What follows belongs to an exercise in optimizing a design on an open flow for small area, a short achievable clock period and few clock cycles per item; a production flow would make more cautious choices.
In this exercise RTL edits were held to simulation tests only and were not proved equivalent to the original.
Power figures rest on the tool's default switching activity, not on a simulated workload.

==> design.v <==
package ppq_pkg;
   localparam int QUEUE_DEPTH = 16;
   localparam int IDX_W = $clog2(QUEUE_DEPTH);
   localparam int CNT_W = $clog2(QUEUE_DEPTH + 1);
   localparam int COUNT_FIELD_W = 5;
   typedef enum logic [1:0] {
      ACT_ENQUEUE = 2'd0,
      ACT_PICK    = 2'd1,
      ACT_STEAL   = 2'd2,
      ACT_NOP     = 2'd3
   } action_type;
   typedef enum logic [1:0] {
      STAT_DONE    = 2'd0,
      STAT_IGNORED = 2'd1,
      STAT_FULL    = 2'd2,
      STAT_EMPTY   = 2'd3
   } status_type;
   typedef enum logic {
      ST_IDLE = 1'b0,
      ST_EXEC = 1'b1
   } state_type;
   typedef struct packed {
      logic load;    
      logic exec;    
   } cmd_type;
   typedef struct packed {
      logic [7:0]               task_id;
      logic [7:0]               task_prio;
      logic                     runnable;
      logic                     task_is_idle;
   } req_fields_type;
   typedef struct packed {
      status_type               status;
      logic [7:0]               out_task_id;
      logic [7:0]               out_task_prio;
      logic                     resched_req;
      logic [COUNT_FIELD_W-1:0] queue_count;
   } rsp_fields_type;
endpackage
module ppq_datapath (
   input  logic        clock,
   input  logic        reset,
   input  logic        exec,
   input  logic [1:0]  act,
   input  logic [7:0]  r_id,
   input  logic [7:0]  r_prio,
   input  logic        r_runnable,
   input  logic        r_idle,
   input  logic        preempt_en,
   output logic [1:0]  rsp_status,
   output logic [7:0]  rsp_id,
   output logic [7:0]  rsp_prio,
   output logic        rsp_resched,
   output logic [4:0]  rsp_count
);
   localparam int N = 16;
   logic [7:0] task_ff [N];
   logic [7:0] prio_ff [N];
   logic [4:0] count_ff;
   logic [7:0] run_task_ff, run_prio_ff;
   logic       run_valid_ff, front_mark_ff, resched_ff;
   logic [1:0] status_ff;
   logic       out_pick_ff, out_steal_ff;
   logic [N-1:0] occ, stay;
   logic         hit, full, empty, front;
   logic         ins, pick_ok, steal_ok, set_resched;
   logic [1:0]   status_in;
   always_comb begin
      front = run_valid_ff && front_mark_ff && (r_id == run_task_ff);
      hit   = 1'b0;
      for (int i = 0; i < N; i++) begin
         occ[i]  = (5'(i) < count_ff);
         stay[i] = occ[i] && (front ? (prio_ff[i] < r_prio) : (prio_ff[i] <= r_prio));
         if (occ[i] && task_ff[i] == r_id) hit = 1'b1;
      end
   end
   assign full  = count_ff[4];
   assign empty = (count_ff == 5'd0);
   assign ins      = (act == 2'd0) && !r_idle && !hit && !full;
   assign pick_ok  = (act == 2'd1) && !empty;
   assign steal_ok = (act == 2'd2) && !empty;
   assign set_resched = !r_runnable && preempt_en && run_valid_ff && (r_prio < run_prio_ff);
   always_comb begin
      status_in = 2'd0;
      case (act)
         2'd0: status_in = (r_idle || hit) ? 2'd1 : full ? 2'd2 : 2'd0;
         2'd1, 2'd2: status_in = empty ? 2'd3 : 2'd0;
         default: status_in = 2'd0;
      endcase
   end
   always_ff @(posedge clock) begin
      if (exec) begin
         for (int i = 0; i < N; i++) begin
            if (ins && !stay[i]) begin
               if (i == 0 || stay[(i == 0) ? 0 : i - 1]) begin
                  task_ff[i] <= r_id;
                  prio_ff[i] <= r_prio;
               end else begin
                  task_ff[i] <= task_ff[(i == 0) ? 0 : i - 1];
                  prio_ff[i] <= prio_ff[(i == 0) ? 0 : i - 1];
               end
            end else if (pick_ok && i < N - 1) begin
               task_ff[i] <= task_ff[(i < N - 1) ? i + 1 : i];
               prio_ff[i] <= prio_ff[(i < N - 1) ? i + 1 : i];
            end
         end
         status_ff    <= status_in;
         out_pick_ff  <= pick_ok;
         out_steal_ff <= steal_ok;
      end
   end
   always_ff @(posedge clock) begin
      if (reset) begin
         count_ff      <= '0;
         run_task_ff   <= '0;
         run_prio_ff   <= '0;
         run_valid_ff  <= 1'b0;
         front_mark_ff <= 1'b0;
         resched_ff    <= 1'b0;
      end else if (exec) begin
         if (ins) begin
            count_ff <= count_ff + 5'd1;
            if (set_resched) begin
               resched_ff    <= 1'b1;
               front_mark_ff <= 1'b1;
            end else if (front) begin
               front_mark_ff <= 1'b0;
            end
         end
         if (pick_ok || steal_ok) count_ff <= count_ff - 5'd1;
         if (act == 2'd1) resched_ff <= 1'b0;
         if (pick_ok) begin
            run_task_ff   <= task_ff[0];
            run_prio_ff   <= prio_ff[0];
            run_valid_ff  <= 1'b1;
            front_mark_ff <= 1'b0;
         end
      end
   end
   assign rsp_status  = status_ff;
   assign rsp_id      = out_pick_ff ? run_task_ff : out_steal_ff ? task_ff[count_ff[3:0]] : 8'd0;
   assign rsp_prio    = out_pick_ff ? run_prio_ff : out_steal_ff ? prio_ff[count_ff[3:0]] : 8'd0;
   assign rsp_resched = resched_ff;
   assign rsp_count   = count_ff;
endmodule
module preemptive_priority_ready_queue (
   input  logic        clock,
   input  logic        reset,
   input  logic        req_tvalid,
   output logic        req_tready,
   input  logic [23:0] req_tdata,   
   input  logic [1:0]  req_tuser,   
   output logic        rsp_tvalid,
   input  logic        rsp_tready,
   output logic [23:0] rsp_tdata,   
   output logic [1:0]  rsp_tuser,   
   input  logic        csr_psel,
   input  logic        csr_penable,
   input  logic        csr_pwrite,
   input  logic [2:0]  csr_paddr,
   input  logic [31:0] csr_pwdata,
   output logic [31:0] csr_prdata,
   output logic        csr_pready
);
   logic        preempt_en_ff;
   logic        r_valid_ff, rsp_valid_ff;
   logic [1:0]  r_act_ff;
   logic [17:0] r_fld_ff;
   logic        exec;
   logic [1:0]  rsp_status;
   logic [7:0]  rsp_id, rsp_prio;
   logic        rsp_resched;
   logic [4:0]  rsp_count;
   assign csr_pready = 1'b1;
   assign csr_prdata = {31'b0, preempt_en_ff && !csr_paddr[2]};
   always_ff @(posedge clock) begin
      if (reset) begin
         preempt_en_ff <= 1'b0;
      end else if (csr_psel && csr_penable && csr_pwrite && !csr_paddr[2]) begin
         preempt_en_ff <= csr_pwdata[0];
      end
   end
   assign exec       = r_valid_ff && (!rsp_valid_ff || rsp_tready);
   assign req_tready = !r_valid_ff || exec;
   assign rsp_tvalid = rsp_valid_ff;
   always_ff @(posedge clock) begin
      if (reset) begin
         r_valid_ff   <= 1'b0;
         rsp_valid_ff <= 1'b0;
      end else begin
         if (req_tready) r_valid_ff <= req_tvalid;
         if (exec) rsp_valid_ff <= 1'b1;
         else if (rsp_tready) rsp_valid_ff <= 1'b0;
      end
   end
   always_ff @(posedge clock) begin
      if (req_tready) begin
         r_act_ff <= req_tuser;
         r_fld_ff <= req_tdata[17:0];
      end
   end
   ppq_datapath u_datapath (
      .clock       (clock),
      .reset       (reset),
      .exec        (exec),
      .act         (r_act_ff),
      .r_id        (r_fld_ff[7:0]),
      .r_prio      (r_fld_ff[15:8]),
      .r_runnable  (r_fld_ff[16]),
      .r_idle      (r_fld_ff[17]),
      .preempt_en  (preempt_en_ff),
      .rsp_status  (rsp_status),
      .rsp_id      (rsp_id),
      .rsp_prio    (rsp_prio),
      .rsp_resched (rsp_resched),
      .rsp_count   (rsp_count)
   );
   assign rsp_tuser = rsp_status;
   assign rsp_tdata = {2'b00, rsp_count, rsp_resched, rsp_prio, rsp_id};
endmodule
==> run.sh <==
#!/bin/bash
# synth_recipe.tcl (not shown) runs the flow's synth.tcl, then flattens the netlist and writes it again
# the make line also repeats each setting of config.mk as NAME=value (left out here)
make -C /OpenROAD-flow-scripts/flow DESIGN_CONFIG=/design/flow/config.mk WORK_HOME=/design/flow/orfs CLKGATE_MAP_FILE= SYNTH_SCRIPT=/design/flow/synth_recipe.tcl finish
==> config.mk <==
export PLATFORM = sky130hd
export DESIGN_NAME = preemptive_priority_ready_queue
export DESIGN_NICKNAME = preemptive_priority_ready_queue
export VERILOG_FILES = /design/flow/design.v
export SDC_FILE = /design/flow/constraint.sdc
export NUM_CORES = 4
export LEC_CHECK = 0
export CAP_MARGIN = 20
export CORE_MARGIN = 2
export CORE_UTILIZATION = 40
export SLEW_MARGIN = 20
==> constraint.sdc <==
create_clock -name core_clock -period 5.5 [get_ports {clock}]
set_input_delay 1.1000 -clock core_clock [delete_from_list [all_inputs] [get_ports {clock}]]
set_output_delay 1.1000 -clock core_clock [all_outputs]
set_load 0.01 [all_outputs]
==> summary.txt, run 1 <==
- Final ANT Viol Nets: 0
- Period minus WS final: 5.26 ns
- Post-synth top area cell: edfxtp_1
- Hold Crit Endpoint: u_datapath.run_prio_ff[7]
- Gr usage total: 27.1%
- Num CTS Buffers: 39
- Synth top area share: 37.3%
- Worst-Skew Late Latency: 0.57 ns
- Worst Hold Class: flip-flop to flip-flop
- Async S/R FF share, synth: 0%
- Post-Route Skew: 0.0188 ns
- Inst Count DP: 2764
- Initial Utilization: 40.7%
- First-pass GRT wire length: 116000 um
- Max-cap viol count: 0
- Nets: 2261
- VDD IR max: 0.168 mV
- DR WL/cell: 27.9 um
- Core ar.: 0.0554 mm2
- Detailed Routing Iterations Pass 1: 6
- Data arrival time of the critical path: 4.16 ns
- Slew Limit Fails: 0
- Clock Root Buffer: clkbuf_16
- Design internal power: 0.00440 W
- FF-to-FF End: u_datapath.prio_ff[8][2]
- Worst hold path stage count: 2
- Vias in the first global route: 17200
- Die Area: 0.0582 mm2
- Clock transition at path regs: 0.06 ns
- R2R setup slack: 0.78 ns
- DR vias/cell: 6.26
- Final TNS setup: 0 ns
- RSZ-0062 raised after global routing: no
- Drt total wl: 79000 um
- R2r worst-path depth: 9
- Syn Area/Cell: 11.2 um2
- P_sw: 0.00154 W
- Initial DRC Count: 2091
- Global route overflow: 0
- Area growth from synthesis to layout: 12.1%
- I/O pin count: 129
- Antenna violations before repair: 1
- Crit. End Element: output port
- CTS Sinks: 307
- Synth Warn #: 4
- Post-CTS Setup Bufs: 0
- Cell area after synthesis: 0.0225 mm2
- Drc violations: 0
- Synthesized instance count: 2016
- Max Fclk: 190 MHz
- Register bit count reported by yosys: 307
- Critical path class: flip-flop to output port
- Post-Layout Cell Count: 2835
- Relative slew slack: 32.9%
- DIE WIDTH: 241 um
- Top cells by area, synth: edfxtp_1 (37%), mux2_2 (14%), ha_1 (7.6%), xnor2_1 (4.3%), mux2i_1 (3.8%)
- Longest Clk Path Bufs: 3
- Sequential area share after synthesis: 39.7%
- Sw frac: 26.0%
- Main synth FF type: edfxtp_1
- Final hold violations: 0
- Startpoint types: flip-flop
- Final Setup Violations: 0
- PD cells: 235 mW/mm2
- Origin of the critical flop-to-flop path: u_datapath.count_ff[0]
- EDFF count, synth: 280
- Lkg Pwr: 9.13 nW
- Status: timing/DRC/antenna clean
- Hold Path Origin: u_datapath.run_prio_ff[7]
- Gpl congestion: 0.959
- Share of layout cells above drive strength 1: 24.5%
- Cell with the most instances after synthesis: edfxtp_1
- H-tree levels: 2
- Setup crit start: u_datapath.count_ff[0]
- DPL Wire Length: 59300 um
- Clock power share: 43.4%
- DIE HEIGHT: 241 um
- Row cnt: 86
- Crit Path Max Fanout: 15
- Critical path required time: 4.40 ns
- Worst-Margin Slew: 1.01 ns
- Final period util: 95.6%
- Logic pwr share: 11.4%
- # port buffers: 55
- Via count: 17700
- Cell variety after synth: 57
- Sequential power share: 45.2%
- Largest net degree at the start of global routing: 37
- Synth cell count leaders: edfxtp_1 (280), mux2_2 (273), a21oi_1 (147), ha_1 (136), xnor2_1 (111)
- CTS tree: yes
layer usage:
metal	part of all wire (%)	vias to the layer above	track usage [%]
met2	45	941	42.7
met1	42	8903	37.5
met4	3.3	0	9.24
met5	0	-	0
li1	-	7742	-
met3	9.1	158	5.05
cell usage in the layout, fill, tap and decap left out, types with 5 or more instances in the layout:
| cell type | count |
|---|---|
| a211oi_1 | 5 |
| a21o_1 | 23 |
| a21oi_1 | 134 |
| a21oi_2 | 11 |
| a221oi_1 | 29 |
| a22o_1 | 30 |
| a22oi_1 | 52 |
| a31oi_1 | 51 |
| and2_1 | 13 |
| buf_4 | 106 |
| clkbuf_1 | 11 |
| clkbuf_16 | 41 |
| clkdlybuf4s50_1 | 55 |
| clkinv_1 | 6 |
| clkinv_2 | 6 |
| conb_1 | 34 |
| dfxtp_1 | 26 |
| edfxtp_1 | 280 |
| ha_1 | 136 |
| inv_1 | 40 |
| mux2_1 | 9 |
| mux2_2 | 273 |
| mux2_4 | 49 |
| mux2i_1 | 86 |
| nand2_1 | 80 |
| nand2b_1 | 22 |
| nand3_1 | 23 |
| nand4_1 | 74 |
| nor2_1 | 33 |
| nor2b_1 | 23 |
| nor3_1 | 12 |
| nor4_1 | 10 |
| o21a_1 | 17 |
| o21ai_0 | 67 |
| o221ai_1 | 15 |
| o31ai_1 | 8 |
| or3_1 | 14 |
| xnor2_1 | 111 |
| xor2_1 | 25 |
how the worst max path moves through the flow:
stage                                     end  slack, ns  depth (start not counted)
CTS                              rsp_tdata[6]       0.23                          9
global route                     rsp_tdata[7]       0.07                          9
global placement    u_datapath.prio_ff[12][1]       0.89                         10
detailed placement               rsp_tdata[6]       0.84                          9
finish                           rsp_tdata[7]       0.24                          9
floorplan            u_datapath.prio_ff[0][0]       1.39                         13
worst max-delay path: stages, from the launching register on:
cell and delay [ns]:
dfxtp_1 0.68, inv_1 0.18, ha_1 0.35, and3_1 0.52, a22o_1 0.35, a221oi_1 0.23
nand4_1 0.26, o221ai_1 0.36, o21ai_0 0.13, clkdlybuf4s50_1 0.52
kinds of logic (layout without fill, tap and decap cells):
| family | count (synthesis) | in the layout | share of synthesized area (%) |
|---|---|---|---|
| other | 2 | 35 | 0.0333 |
| DFF | 307 | 307 | 39.7 |
| buffers and inverters | 237 | 275 | 5.41 |
| muxes | 417 | 417 | 21.2 |
| xor gates and xnor gates | 136 | 136 | 5.29 |
| adders and majority gates | 136 | 136 | 7.55 |
| AOI/OAI and AO/OA | 458 | 458 | 13.1 |
| and+or+nand+nor | 323 | 323 | 7.74 |
power by group through the flow:
stage | sequential (W) | clock [W] | combinational (W)
finish | 0.00268 | 0.00258 | 0.000679
floorplan | 0.00267 | 0 | 0.000497
CTS | 0.00268 | 0.00261 | 0.000673
detailed placement | 0.00273 | 0 | 0.000670
global route | 0.00269 | 0.00269 | 0.000738
global placement | 0.00273 | 0 | 0.000651
per-stage QoR:
stage                     total power, W  setup slack [ns]  hold slack, ns  util [%]  cell area (um2)
after floorplan                  0.00316              1.39           0.450         -            22600
after global placement           0.00338             0.889           0.458      43.3            24000
after detailed placement         0.00340             0.844           0.464      43.3            24000
after CTS                        0.00596             0.231           0.472      45.6            25300
after global routing             0.00611            0.0702           0.497      45.6            25300
final                            0.00594             0.242           0.476      45.6            25300
registers in the layout, indices dropped and copies added, names as in the netlist, 2 cells and up:
register,cells
u_datapath.run_prio_ff,8
u_datapath.task_ff,128
u_datapath.run_task_ff,8
r_fld_ff,18
u_datapath.prio_ff,128
u_datapath.count_ff,5
r_act_ff,2
u_datapath.status_ff,2
area by class of cell:
cell class	count	area, um2
fill	5079	30200
multi-input combinational	1504	12600
sequential	307	8950
timing repair buffer	164	1410
clock buffer	56	1120
tap	748	936
inverter	41	154
clock inverter	14	118
antenna	1	2.50
timing repair:
| action | CTS | global route |
|---|---|---|
| gates resized for setup | 0 | 2 |
| hold buffers | 0 | 0 |
| setup endpoints to repair | 0 | 3 |
Testbench counts, summed over its fixed seeds: cycles 12,016, items 12,000.
==> run 2: changes to the inputs <==
--- a/design.v
+++ b/design.v
@@ -62,4 +62,4 @@
    logic [1:0] status_ff;
-   logic       out_pick_ff, out_steal_ff;
-   logic [N-1:0] occ, stay;
+   logic [7:0] out_id_ff, out_prio_ff;
+   logic [N-1:0] occ, tail, stay, s_h, s_l, s_r, s_n;
    logic         hit, full, empty, front;
@@ -67,3 +67,22 @@
    logic [1:0]   status_in;
+   logic [7:0]   tail_id, tail_prio;
+   function automatic logic [1:0] cmp8(input logic [7:0] a, input logic [7:0] b);
+      logic lt, eq;
+      lt = 1'b0;
+      eq = 1'b1;
+      for (int k = 7; k >= 0; k--) begin
+         lt = lt | (eq & ~a[k] & b[k]);
+         eq = eq & ~(a[k] ^ b[k]);
+      end
+      cmp8 = {lt, eq};
+   endfunction
+   logic [1:0] c [N];
+   logic [1:0] crun;
    always_comb begin
+      for (int i = 0; i < N; i++) begin
+         c[i]    = cmp8(prio_ff[i], r_prio);
+         occ[i]  = (5'(i) < count_ff);
+         tail[i] = (5'(i + 1) == count_ff);
+      end
+      crun  = cmp8(r_prio, run_prio_ff);
       front = run_valid_ff && front_mark_ff && (r_id == run_task_ff);
@@ -71,5 +90,10 @@
       for (int i = 0; i < N; i++) begin
-         occ[i]  = (5'(i) < count_ff);
-         stay[i] = occ[i] && (front ? (prio_ff[i] < r_prio) : (prio_ff[i] <= r_prio));
+         stay[i] = occ[i] && (c[i][1] || (!front && c[i][0]));
          if (occ[i] && task_ff[i] == r_id) hit = 1'b1;
+      end
+      tail_id   = 8'd0;
+      tail_prio = 8'd0;
+      for (int i = 0; i < N; i++) begin
+         tail_id   = tail_id | ({8{tail[i]}} & task_ff[i]);
+         tail_prio = tail_prio | ({8{tail[i]}} & prio_ff[i]);
       end
@@ -78,8 +102,7 @@
    assign empty = (count_ff == 5'd0);
-   assign ins      = (act == 2'd0) && !r_idle && !hit && !full;
-   assign pick_ok  = (act == 2'd1) && !empty;
-   assign steal_ok = (act == 2'd2) && !empty;
-   assign set_resched = !r_runnable && preempt_en && run_valid_ff && (r_prio < run_prio_ff);
+   assign ins         = (act == 2'd0) && !r_idle && !hit && !full;
+   assign pick_ok     = (act == 2'd1) && !empty;
+   assign steal_ok    = (act == 2'd2) && !empty;
+   assign set_resched = !r_runnable && preempt_en && run_valid_ff && crun[1];
    always_comb begin
-      status_in = 2'd0;
       case (act)
@@ -90,21 +113,25 @@
    end
+   always_comb begin
+      for (int i = 0; i < N; i++) begin
+         s_n[i] = exec && ins && !stay[i] && (i == 0 || stay[(i == 0) ? 0 : i - 1]);
+         s_l[i] = exec && ins && !stay[i] && !(i == 0 || stay[(i == 0) ? 0 : i - 1]);
+         s_r[i] = exec && pick_ok && (i < N - 1);
+         s_h[i] = !(s_n[i] || s_l[i] || s_r[i]);
+      end
+   end
+   always_ff @(posedge clock) begin
+      for (int i = 0; i < N; i++) begin
+         task_ff[i] <= ({8{s_h[i]}} & task_ff[i]) | ({8{s_n[i]}} & r_id)
+                     | ({8{s_l[i]}} & task_ff[(i == 0) ? 0 : i - 1])
+                     | ({8{s_r[i]}} & task_ff[(i < N - 1) ? i + 1 : i]);
+         prio_ff[i] <= ({8{s_h[i]}} & prio_ff[i]) | ({8{s_n[i]}} & r_prio)
+                     | ({8{s_l[i]}} & prio_ff[(i == 0) ? 0 : i - 1])
+                     | ({8{s_r[i]}} & prio_ff[(i < N - 1) ? i + 1 : i]);
+      end
+   end
    always_ff @(posedge clock) begin
       if (exec) begin
-         for (int i = 0; i < N; i++) begin
-            if (ins && !stay[i]) begin
-               if (i == 0 || stay[(i == 0) ? 0 : i - 1]) begin
-                  task_ff[i] <= r_id;
-                  prio_ff[i] <= r_prio;
-               end else begin
-                  task_ff[i] <= task_ff[(i == 0) ? 0 : i - 1];
-                  prio_ff[i] <= prio_ff[(i == 0) ? 0 : i - 1];
-               end
-            end else if (pick_ok && i < N - 1) begin
-               task_ff[i] <= task_ff[(i < N - 1) ? i + 1 : i];
-               prio_ff[i] <= prio_ff[(i < N - 1) ? i + 1 : i];
-            end
-         end
-         status_ff    <= status_in;
-         out_pick_ff  <= pick_ok;
-         out_steal_ff <= steal_ok;
+         status_ff   <= status_in;
+         out_id_ff   <= pick_ok ? task_ff[0] : steal_ok ? tail_id : 8'd0;
+         out_prio_ff <= pick_ok ? prio_ff[0] : steal_ok ? tail_prio : 8'd0;
       end
@@ -140,4 +167,4 @@
    assign rsp_status  = status_ff;
-   assign rsp_id      = out_pick_ff ? run_task_ff : out_steal_ff ? task_ff[count_ff[3:0]] : 8'd0;
-   assign rsp_prio    = out_pick_ff ? run_prio_ff : out_steal_ff ? prio_ff[count_ff[3:0]] : 8'd0;
+   assign rsp_id      = out_id_ff;
+   assign rsp_prio    = out_prio_ff;
    assign rsp_resched = resched_ff;
@@ -165,5 +192,3 @@
    logic        preempt_en_ff;
-   logic        r_valid_ff, rsp_valid_ff;
-   logic [1:0]  r_act_ff;
-   logic [17:0] r_fld_ff;
+   logic        rsp_valid_ff;
    logic        exec;
@@ -182,4 +207,4 @@
    end
-   assign exec       = r_valid_ff && (!rsp_valid_ff || rsp_tready);
-   assign req_tready = !r_valid_ff || exec;
+   assign req_tready = !rsp_valid_ff || rsp_tready;
+   assign exec       = req_tvalid && req_tready;
    assign rsp_tvalid = rsp_valid_ff;
@@ -187,14 +212,5 @@
       if (reset) begin
-         r_valid_ff   <= 1'b0;
          rsp_valid_ff <= 1'b0;
-      end else begin
-         if (req_tready) r_valid_ff <= req_tvalid;
-         if (exec) rsp_valid_ff <= 1'b1;
-         else if (rsp_tready) rsp_valid_ff <= 1'b0;
-      end
-   end
-   always_ff @(posedge clock) begin
-      if (req_tready) begin
-         r_act_ff <= req_tuser;
-         r_fld_ff <= req_tdata[17:0];
+      end else if (req_tready) begin
+         rsp_valid_ff <= req_tvalid;
       end
@@ -205,7 +221,7 @@
       .exec        (exec),
-      .act         (r_act_ff),
-      .r_id        (r_fld_ff[7:0]),
-      .r_prio      (r_fld_ff[15:8]),
-      .r_runnable  (r_fld_ff[16]),
-      .r_idle      (r_fld_ff[17]),
+      .act         (req_tuser),
+      .r_id        (req_tdata[7:0]),
+      .r_prio      (req_tdata[15:8]),
+      .r_runnable  (req_tdata[16]),
+      .r_idle      (req_tdata[17]),
       .preempt_en  (preempt_en_ff),
==> run 2 against run 1 <==
Still clean on timing, DRC and antenna. Core utilization down 0.41 points. Hold slack worse by 0.015 ns. Synthesized cell count up 21%. Flip-flop and latch count down 7. Fmax up 16%. Count of clock-buffer cells in the layout down 8. Register-to-register slack better by 0.32 ns. Via count up 15%. Clock skew down 0.0056 ns. Combinational power rose to 3.2 times the previous value. Non-clock buffer count down 1. Sequential power up 49%. Largest power group unchanged.
==> summary.txt, run 2 <==
- Status: timing/DRC/antenna clean
- Commonest non-fill, non-tap cells in the layout: dfxtp_1 (282), nand2_1 (251), a221o_1 (135), xnor2_1 (134), a21oi_1 (128)
- Period minus WS final: 4.52 ns (-0.743 ns)
- Core ar.: 0.0503 mm2 (-9.3%)
- Startpoint types: input pin
- Critical path required time: 6.01 ns (+1.61 ns)
- Cell with the most instances after synthesis: dfxtp_1
- CTS resizes: 0 (unchanged)
- Slew Limit Fails: 0 (unchanged)
- DPL Wire Length: 60500 um (+2.0%)
- DR WL/cell: 26.9 um (-3.5%)
- Global route overflow: 0 (unchanged)
- Synth cell count leaders: dfxtp_1 (282), nand2_1 (253), a221o_1 (135), xnor2_1 (134), a21oi_1 (129)
- Cell area after synthesis: 0.0204 mm2 (-9.3%)
- Gpl congestion: 0.971 (+1.3%)
- Initial DRC Count: 2827 (+35%)
- DIE HEIGHT: 230 um (-4.7%)
- Final Setup Violations: 0 (unchanged)
- Async S/R FF share, synth: 0% (unchanged)
- Post-synth top area cell: dfxtp_1
- Post-Route Skew: 0.0132 ns (-0.00564 ns)
- Max-cap viol count: 0 (unchanged)
- Antenna violations before repair: 0 (-1)
- Drc violations: 0 (unchanged)
- Crit Path Max Fanout: 29 (+14)
- VDD IR max: 0.242 mV (+45%)
- Die Area: 0.0529 mm2 (-9.1%)
- Final hold violations: 0 (unchanged)
- Nets: 2487 (+10%)
- WHS: 0.461 ns (-0.0151 ns)
- Worst Hold Class: flip-flop to flip-flop
- Final ANT Viol Nets: 0 (unchanged)
- Sequential area share after synthesis: 30.3% (-9.5 points)
- Gr usage total: 30.5% (+3.3 points)
- Clock transition at path regs: 0.06 ns (about the same)
- Drt total wl: 83100 um (+5.2%)
- RSZ-0062 raised after global routing: no
- Via count: 20400 (+15%)
- I/O pin count: 129 (unchanged)
- H-tree levels: 2 (unchanged)
- Share of layout cells above drive strength 1: 10.5% (-14 points)
- Largest net degree at the start of global routing: 80 (+120%)
- CTS Sinks: 300 (-2.3%)
- # diodes: 0 (-1)
- Lkg Pwr: 8.43 nW (-7.6%)
- Commonest non-fill, non-tap cell in the layout: dfxtp_1
- Top cells by area, synth: dfxtp_1 (28%), a221o_1 (6.6%), mux2i_1 (5.9%), xnor2_1 (5.7%), nand2_1 (4.6%)
- Largest regs: u_datapath.prio_ff (128), u_datapath.task_ff (128)
- Relative slew slack: 22.8% (-10 points)
- Clock Root Buffer: clkbuf_16
- Area growth from synthesis to layout: 11.1%
- Critical path class: input pin to flip-flop
- Synth top area share: 27.6% (-9.7 points)
- Row cnt: 82 (-4.7%)
- Worst-Margin Slew: 1.15 ns (+0.143 ns)
- Initial Utilization: 40.6% (about the same)
- DIE WIDTH: 230 um (-4.7%)
- Post-CTS Setup Bufs: 0 (unchanged)
- Register bit count reported by yosys: 300 (-2.3%)
- DR vias/cell: 6.61 (+5.6%)
- Detailed Routing Iterations Pass 1: 7 (+1)
- Final TNS setup: 0 ns (unchanged)
- # port buffers: 55 (unchanged)
- Synth Warn #: 5 (+1)
- EDFF count, synth: 18 (-94%)
- Cell variety after synth: 85 (+49%)
- Synthesized instance count: 2432 (+21%)
- R2R setup slack: 1.10 ns (+0.32 ns)
- Max Fclk: 221 MHz (+16%)
- First-pass GRT wire length: 124000 um (+6.8%)
- Final period util: 82.1% (-14 points)
- Vias in the first global route: 19300 (+12%)
- Longest Clk Path Bufs: 3 (unchanged)
- Hold Buf Count CTS: 0 (unchanged)
- Filler Cells Inserted: 4985 (-1.9%)
- Main synth FF type: dfxtp_1
- Worst-Skew Late Latency: 0.57 ns (about the same)
- CTS tree: yes
- Data arrival time of the critical path: 5.03 ns (+0.87 ns)
- Num CTS Buffers: 37 (-5.1%)
- Crit. End Element: flip-flop
- Syn Area/Cell: 8.40 um2 (-25%)
- PD cells: 386 mW/mm2 (+64%)
-- run 2: cell types whose count changed in the layout (fill, tap and decap cells not counted), sizes merged, moves of 41 or more --
cell,delta
a221o,+135
dfxtp,+255
edfxtp,-262
ha,-111
inv,+80
mux2,-327
nand2,+174
nand3,+43
nor2,+53
nor3,+63
o221ai,+41
-- run 2: critical path, stage by stage --
cell     delay [ns]
buf_2          0.62
buf_4          0.28
xor2_1         0.07
nor4_1         0.35
nand3_1        0.18
nand4_1        0.27
or3_1          0.69
nor2_4         0.23
a21oi_2        0.89
a221o_1        0.29
-- run 2: per-stage QoR --
| step | cell area (um2) | power [W] | utilization, % | std cells | setup WS [ns] |
|---|---|---|---|---|---|
| after floorplan | 20600 | 0.00517 | - | 2464 | 1.77 |
| after global placement | 21400 | 0.00599 | 42.6 | 3025 | 0.544 |
| after detailed placement | 21400 | 0.00606 | 42.6 | 3025 | 0.511 |
| after CTS | 22700 | 0.00869 | 45.1 | 3088 | 1.11 |
| after global routing | 22700 | 0.00913 | 45.2 | 3090 | 0.914 |
| final | 22700 | 0.00876 | 45.2 | 3090 | 0.985 |
-- run 2: worst paths after layout --
| kind | startpoint | to | depth (start not counted) |
|---|---|---|---|
| worst min register to register | u_datapath.run_prio_ff[7] | u_datapath.run_prio_ff[7] | 2 |
| worst max register to register | u_datapath.count_ff[4] | u_datapath.task_ff[3][1] | 8 |
| worst min-delay path | u_datapath.run_prio_ff[7] | u_datapath.run_prio_ff[7] | 2 |
| worst max-delay path | req_tdata[6] | u_datapath.task_ff[3][1] | 10 |
-- run 2: cell type report --
cell class              instances  area [um2]  area share [%]
inverters                     119         447            1.97
clock inverters                15         236            1.04
repair buffers                163        1350            5.96
flip-flops and latches        300        6190            27.2
multi-input cells            1773       12600            55.6
well taps                     672         841            3.70
clock buffers                  48        1030            4.52
-- run 2: power breakdown --
part / internal (W) / switching (W) / total, W
Combinational: 0.00108 / 0.00107 / 0.00215
Sequential: 0.00278 / 0.00119 / 0.00398
Clock: 0.00160 / 0.00104 / 0.00264
-- run 2: cells by family (layout without fill, tap and decap cells) --
family / count (synthesis) / count (layout) / share of synthesized area [%]
flip-flops: 300 / 300 / 30.3
adder cells (fa/ha/maj): 32 / 32 / 1.87
multiplexers: 125 / 125 / 6.15
XOR/XNOR: 181 / 181 / 7.76
buffers and inverters: 391 / 345 / 9.10
AND/OR/NAND/NOR: 638 / 638 / 15.2
AO/OA/AOI/OAI: 763 / 763 / 29.6
other: 2 / 34 / 0.0368
-- run 2: metal layers --
| layer | vias to the layer above | global-route usage (%) | wire (um) | share of wire [%] |
|---|---|---|---|---|
| li1 | 9036 | - | - | - |
| met1 | 9936 | 40.5 | 34600 | 42 |
| met2 | 1194 | 47.1 | 36800 | 44 |
| met3 | 265 | 4.23 | 6610 | 8.0 |
| met4 | 0 | 17.9 | 5100 | 6.1 |
| met5 | - | 0 | 0 | 0 |
Testbench counts of run 2, summed over its fixed seeds: cycles 12,008, items 12,000.

[port drivers added, routing unchanged]
No port has a modelled driver above. Below, the same layouts with a new extraction and two added sets of constraints. Step 1 assumes that a clkbuf_16 drives the clock port and a buf_2 every other input. Step 2 moves the port delays by t, midway between the first and last clock arrival at a register: inputs arrive t later, outputs are due t later. That takes back most of the time a late clock gives input paths. a / b / c = ideal ports / drivers / drivers and shift; a / b = the first two.
| run | t, ns | setup slack, ns | worst register clock-pin slew, ns | worst slew at a driven data input, ns | pins driven straight from the clock port |
|---|---|---|---|---|---|
| run 1 | 0.627 | 0.242 / 0.176 / 0.782 | 0.07 / 0.07 | 0.04 | 1 |
| run 2 | 0.629 | 0.985 / 1.019 / 0.389 | 0.07 / 0.07 | 0.07 | 1 |
After both steps every run listed still meets setup and hold. For run 2, which loses most, drivers alone change the setup slack by +0.034 ns; drivers and shift together by -0.596 ns.
